From an optimization exercise on the open Yosys and OpenROAD flow, aimed at small area, a short achievable clock period and few clock cycles per item; shortcuts taken in it are not production practice. Only simulation tests tie the RTL to the original design; equivalence was not proved. No activity file was given, so power comes from the tool's default toggle rates.

== build 77 ==
Design rx_data_handler, start of the top module:
module rx_data_handler (
  input  logic                  clk_i,
  input  logic                  rst_i,
  input  logic                  phy_link_up_i,
  input  logic                  phy_fifo_empty_i,
  output logic                  phy_fifo_rd_en_o,
  input  logic                  data_valid_i,
  input  logic [31:0]           data_i,
  input  logic [3:0]            data_k_i,
  output logic [31:0]           m_axis_tdata_o,
  output logic [3:0]            m_axis_tkeep_o,
  output logic                  m_axis_tvalid_o,
  output logic                  m_axis_tlast_o,
  output logic [1:0]            m_axis_tuser_o,
  input  logic                  m_axis_tready_i
);
Settings: LEC_CHECK=0, ABC_AREA=1, CAP_MARGIN=20, CORE_MARGIN=2, CORE_UTILIZATION=40, CTS_BUF_LIST=sky130_fd_sc_hd__clkbuf_4, PLACE_DENSITY=0.6, SETUP_SLACK_MARGIN=4.3, SLEW_MARGIN=20; clock period 8.0 ns.
run.sh (not shown) runs the stock make flow with config.mk's settings and CLKGATE_MAP_FILE= SYNTH_SCRIPT=/design/flow/synth_recipe.tcl, a recipe that flattens the netlist after the stock synthesis.
Build 77: flow completed, timing, DRC and antenna clean
Testbench counts of build 77, summed over its fixed seeds: cycles 34,759, items 32,299.
Relative to build 77, the following input files were edited for build 11:
# build 77
export LEC_CHECK = 0
export ABC_AREA = 1
export CAP_MARGIN = 20
export CORE_MARGIN = 2
export CORE_UTILIZATION = 40
export CTS_BUF_LIST = sky130_fd_sc_hd__clkbuf_4
export PLACE_DENSITY = 0.6
export SETUP_SLACK_MARGIN = 4.3
export SLEW_MARGIN = 20
create_clock -name core_clock -period 8.0 [get_ports {clk_i}]
# build 11
export LEC_CHECK = 0
export ABC_AREA = 1
export CAP_MARGIN = 0
export CORE_MARGIN = 2
export CORE_UTILIZATION = 40
export CTS_BUF_LIST = sky130_fd_sc_hd__clkbuf_8
export PLACE_DENSITY = 0.6
export SETUP_SLACK_MARGIN = 4.3
export SLEW_MARGIN = 0
create_clock -name core_clock -period 8.0 [get_ports {clk_i}]
Findings:
In terms of total power per unit cell area, build 77 and build 11 differ only marginally. Delta (build 11 minus build 77): overall routed net length fell by about 1%, combinational gate power moved down, clock insertion delay at the later pin of the skew report went down, net switching power figure -about 1.7%. Re area growth from synthesis to layout: build 11 is 1.9 points down on build 77. Build 11 vs build 77, total design power went down by 0.099 mW. Diff build 77 and build 11: minimum period implied by the final worst setup slack higher in build 11. Looking at violation count after the first detailed-route iteration, build 11 sits about 1.7% lower than build 77 does.
> inputs changed (build 11 -> build 68)
# build 11
export LEC_CHECK = 0
export ABC_AREA = 1
export CAP_MARGIN = 0
export CORE_MARGIN = 2
export CORE_UTILIZATION = 40
export CTS_BUF_LIST = sky130_fd_sc_hd__clkbuf_8
export PLACE_DENSITY = 0.6
export SETUP_SLACK_MARGIN = 4.3
export SLEW_MARGIN = 0
create_clock -name core_clock -period 8.0 [get_ports {clk_i}]
# build 68
export LEC_CHECK = 0
export ABC_AREA = 1
export CAP_MARGIN = 20
export CORE_MARGIN = 2
export CORE_UTILIZATION = 40
export CTS_BUF_LIST = sky130_fd_sc_hd__clkbuf_8
export GPL_TIMING_DRIVEN = 0
export PLACE_DENSITY = 0.6
export SETUP_SLACK_MARGIN = 4.4
export SLEW_MARGIN = 20
create_clock -name core_clock -period 8.0 [get_ports {clk_i}]
## What came out
Longest individual stage delay on the worst path: build 11 vs build 68 — no meaningful difference. For worst hold slack, build 68 and build 11 come out practically identical. The final layout from build 68, which completed every stage, passed the timing, DRC and antenna checks at the end of the flow. Summary: with build 11 as the reference, timing-limited maximum frequency in build 68 moved up slightly.
Setup changes, build 68 to build 37
# build 68
export LEC_CHECK = 0
export ABC_AREA = 1
export CAP_MARGIN = 20
export CORE_MARGIN = 2
export CORE_UTILIZATION = 40
export CTS_BUF_LIST = sky130_fd_sc_hd__clkbuf_8
export GPL_TIMING_DRIVEN = 0
export PLACE_DENSITY = 0.6
export SETUP_SLACK_MARGIN = 4.4
export SLEW_MARGIN = 20
create_clock -name core_clock -period 8.0 [get_ports {clk_i}]
# build 37
export LEC_CHECK = 0
export ABC_AREA = 1
export CAP_MARGIN = 20
export CORE_MARGIN = 2
export CORE_UTILIZATION = 30
export CTS_BUF_LIST = sky130_fd_sc_hd__clkbuf_8
export PLACE_DENSITY = 0.5
export SETUP_SLACK_MARGIN = 4.3
export SLEW_MARGIN = 20
create_clock -name core_clock -period 8.0 [get_ports {clk_i}]
Results
Build 37 finished every stage and its layout cleared the timing, DRC and antenna checks.
The relative contribution of sequential cells to total power of build 68 and that of build 37 are within noise of each other.
Compare build 37 and build 68 | total number of vias lower: build 37
The internal power on build 68 is in line with that on build 37.
Comparing build 37 and build 68, highest cell delay on the worst timing path is higher on build 37.
Final cell utilization of the core, build 37 and build 68: lower on build 37
Relative to build 68, die outline width has increased by 25 um in build 37.
Against build 68 as the reference, build 37 delivers a lower share of power burned in combinational logic.
Build 37 gives more register share of the cell area than build 68 did.
Build 68 has a higher multi-input combinational area share than build 37.
Build 68 → build 37: register-to-register slack held; multi-input logic area went down about 2.3%.

Another version of the RTL of rx_data_handler (not shown whole).
For scale: about 1,200 cells after synthesis, roughly 200 flip-flops, roughly 83 I/O pins, about 10,000 um^2 of cells after synthesis.
Settings: LEC_CHECK=0, ABC_AREA=1, CAP_MARGIN=20, CORE_MARGIN=2, CORE_UTILIZATION=40, PLACE_DENSITY=0.6, SETUP_SLACK_MARGIN=4.0, SLEW_MARGIN=20; clock period 8.0 ns.
The baseline ran to the end with no violations.
Testbench counts at the start, summed over its fixed seeds: cycles 34,759, items 32,299.
Change:
SETUP_SLACK_MARGIN = 4.2   (was 4.0)
The new run went through all stages and came out clean.
Wire length hardly moves.
Core utilization went up by 1.4 points.
Non-clock buffer count increases by 29.
Total power climbs by 2.9%.
Hold slack gains 5.1 ps.
Final area goes up by 2.7%.
Global-route usage barely changes.
Die area is unchanged.
Change:
SETUP_SLACK_MARGIN = 4.5   (was 4.2)
Effect: Worst setup slack improves by 110 ps; clock power rose by about 10%; hold slack got worse by 4.4 ps; count of clock-buffer cells in the layout went down by 5; sequential share of layout area goes down by 3.3 points; total power grows by 12%; global-route usage goes up by 1.5 points; die area does not change; flip-flop and latch count stays the same.
Change:
SETUP_SLACK_MARGIN = 3.8   (was 4.5)
The changed run completed with no timing, DRC or antenna violations.
Non-clock buffer count fell by 93.
Clock-buffer cell count rose by 2.
Power fell by 16%.
Area after synthesis is unchanged.
Clock power fell by about 10%.
Final area fell by 11%.
Final cell count fell by 5.9%.
Routed wire length fell by 8.7%.
Core utilization fell by 6.4 points.
Worst setup slack gets worse by 470 ps.
Change:
CORE_UTILIZATION = 60   (was 40)
PLACE_DENSITY = 0.75   (was 0.6)
SETUP_SLACK_MARGIN = 4.2   (was 3.8)
Global-route usage came out higher by 9.5 points.
Synthesized area does not change.
Power came out higher by about 8%.
Worst setup slack is better by 380 ps.
Register-to-register slack is better by 180 ps.
Final area came out higher by 3.9%.
First-iteration DRC count came out higher by about 11%.

rx_data_handler with an RTL version that a note above also has.
Size in the first run: roughly 1,100 cells after synthesis, ~200 flip-flops, ~83 I/O pins.
Settings: LEC_CHECK=0, ABC_AREA=1, CAP_MARGIN=20, CORE_MARGIN=2, CORE_UTILIZATION=40, CTS_BUF_LIST=sky130_fd_sc_hd__clkbuf_8, PLACE_DENSITY=0.6, SETUP_SLACK_MARGIN=4.2, SLEW_MARGIN=20; clock period 8.0 ns.
Testbench counts at the start, summed over its fixed seeds: cycles 34,759, items 32,299.
Rerun with:
Settings changed: SETUP_SLACK_MARGIN 4.2 to 4.3.
What happened: Fmax rises by 2.3%; critical path depth is unchanged; routed wire length rises by 0.91%; combinational power rises by about 5%; total power rises by 3.0%; setup slack gets better by 0.084 ns.
Rerun with:
Settings changed: CORE_UTILIZATION 40 to 30, GPL_TIMING_DRIVEN from default to 0, PLACE_DENSITY 0.6 to 0.5.
Synthesized area stays the same.
Setup slack loses 0.020 ns.
Sequential share of layout area goes down by 2.0 points.
Design area goes up by about 4.6%.
Via count goes down by 1.4%.
Final cell count goes up by 9.0%.
Total power goes up by about 4%.
Clock power goes up by 3.1%.
Rerun with:
Settings changed: CORE_UTILIZATION 30 to 50, PLACE_DENSITY 0.5 to 0.7.
After rerunning:
- area after synthesis does not change
- global-route usage goes up by 8.7 points
- final area goes down by 4.3%
- worst setup slack gets worse by 0.0073 ns

run A:
rx_data_handler again, from the RTL that the note above started with.
clock: 8.0 ns
lec_check: 0
abc_area: 1
cap_margin: 20
core_margin: 2
core_utilization: 40
cts_buf_list: sky130_fd_sc_hd__clkbuf_8
place_density: 0.6
setup_slack_margin: 4.2
slew_margin: 20
standard.sh (not shown) runs the stock make flow with config.mk's settings and CLKGATE_MAP_FILE= SYNTH_SCRIPT=/design/flow/synth_recipe.tcl, a recipe that flattens the netlist after the stock synthesis.
==> flow/flow/run.sh <==
#!/bin/bash
# The standard layout, with the smallest buffer on each port instead of the
# delay buffer buffer_ports picks by default. Every port still gets a buffer.
set -euo pipefail
export BUFFER_PORTS_ARGS="-buffer_cell sky130_fd_sc_hd__buf_1"
bash standard.sh > standard_flow.log 2>&1
Run A: done, clean on timing, DRC and antenna
Testbench counts of run A, summed over its fixed seeds: cycles 34,759, items 32,299.
The inputs of run B differ from those of run A as listed below.
- an added GPL_ROUTABILITY_DRIVEN of 0
- a change of SETUP_SLACK_MARGIN from 4.2 to 4.3
==> flow/run.sh (new file) <==
#!/bin/bash
# synth_recipe.tcl (not shown) runs the flow's synth.tcl, then flattens the netlist and writes it again
# the make line also repeats each setting of config.mk as NAME=value (left out here)
make -C /OpenROAD-flow-scripts/flow DESIGN_CONFIG=/design/flow/config.mk WORK_HOME=/design/flow/orfs CLKGATE_MAP_FILE= SYNTH_SCRIPT=/design/flow/synth_recipe.tcl finish
removed: flow/flow/run.sh
removed: flow/standard.sh
Findings:
Per the comparison of run B with run A, ratio of final minimum period to clock period moved up; cell area now larger; clock buffer count in the final layout went down by about 2.8%; number of global-route vias before repair grew by 137; post-detailed-routing wire length rose about 3.4%.
Inputs modified between run B and run C:
- SETUP_SLACK_MARGIN changed from 4.3 to 4.1
- GPL_ROUTABILITY_DRIVEN removed (was 0)
[summary]
Run C ran to completion and came out clean on the timing, DRC and antenna checks.
From run B to run C, number of antenna violations at the first check in global routing did not move at all.
Fill cell total of the finished layout (run C / run B): 1.06
Compared with run B, in run C global-route track usage on met3 went down by 0.28 points; total wirelength of the detailed-routed design went down by about 2.4%; depth of the worst register-to-register path went up by about 4.5%.
## Diff of input files: run D against run C
- swapping 4.1 for 4.3 in SETUP_SLACK_MARGIN
- putting GPL_TIMING_DRIVEN at 0 where nothing was set
Notes after the runs:
Run D went all the way through synthesis, placement and routing and the layout is clean on timing, DRC and antenna.
The final reports for run D and run C show part of the power in combinational logic higher in the former.
Cmp run D and run C / maximum ir drop on the vdd rail / lower: run C
Run D against run C: number of clock buffers in the layout shrank by 1; share of the final layout cell area in multi-input gates grew by 0.41 points; combinational gate power held steady.
On sequential power, run D and run C are neck and neck.
In run D relative to run C, non-clock buffer count had gone up by more than 10%.
Summary — area of the multi-input gates, run D relative to run C: higher, by 91 sq um.
On static power due to leakage, run D and run C are neck and neck.
Vias: run D below run C
Status: clock transition time at the flip-flop clock pins of the worst setup and hold paths parity (run D, run C)

==> separate check: timing with driven ports <==
The results above use ideal ports. As a check the final layouts listed here were re-extracted and re-timed, cells and wires unchanged. Step 1 (the two cells are an assumption about what drives the block):
set clk [get_ports {clk_i}]
set_driving_cell -lib_cell sky130_fd_sc_hd__clkbuf_16 $clk
set_driving_cell -lib_cell sky130_fd_sc_hd__buf_2 [delete_from_list [all_inputs] $clk]
Step 2 moves the port delays by t, midway between the first and last clock arrival at a register: inputs arrive t later, outputs are due t later. That takes back most of the time a late clock gives input paths. Three values: ideal ports, drivers, drivers and shift; two values: the first two.
| run | t, ns | setup slack, ns | worst slew at a driven data input, ns | cell pins on the clock port's net |
|---|---|---|---|---|
| build 77 | 0.702 | 4.346 / 4.321 / 4.019 | 0.04 | 1 |
| build 11 | 0.575 | 4.340 / 4.315 / 4.001 | 0.04 | 1 |
| build 68 | 0.565 | 4.369 / 4.328 / 4.148 | 0.06 | 1 |
| build 37 | 0.575 | 4.354 / 4.321 / 4.099 | 0.04 | 1 |
| the first run of note 2 | 0.578 | 4.087 / 4.067 / 3.971 | 0.04 | 1 |
| the second run of note 2 | 0.556 | 4.222 / 4.205 / 4.013 | 0.03 | 1 |
| the third run of note 2 | 0.562 | 4.327 / 4.327 / 4.111 | 0.06 | 1 |
| the fourth run of note 2 | 0.577 | 3.862 / 3.840 / 3.596 | 0.04 | 1 |
| the fifth run of note 2 | 0.545 | 4.240 / 4.237 / 3.999 | 0.06 | 1 |
| the first run of note 3 | 0.581 | 4.256 / 4.234 / 3.992 | 0.04 | 1 |
| the second run of note 3 | 0.575 | 4.340 / 4.315 / 4.001 | 0.04 | 1 |
| the third run of note 3 | 0.572 | 4.320 / 4.308 / 4.098 | 0.04 | 1 |
| the fourth run of note 3 | 0.548 | 4.313 / 4.308 / 4.055 | 0.04 | 1 |
| run A | 0.581 | 4.279 / 4.260 / 4.049 | 0.05 | 1 |
| run B | 0.567 | 4.147 / 4.147 / 3.910 | 0.05 | 1 |
| run C | 0.576 | 4.179 / 4.159 / 4.004 | 0.04 | 1 |
| run D | 0.564 | 4.362 / 4.332 / 4.149 | 0.04 | 1 |
After both steps setup and hold are still met in every run listed.
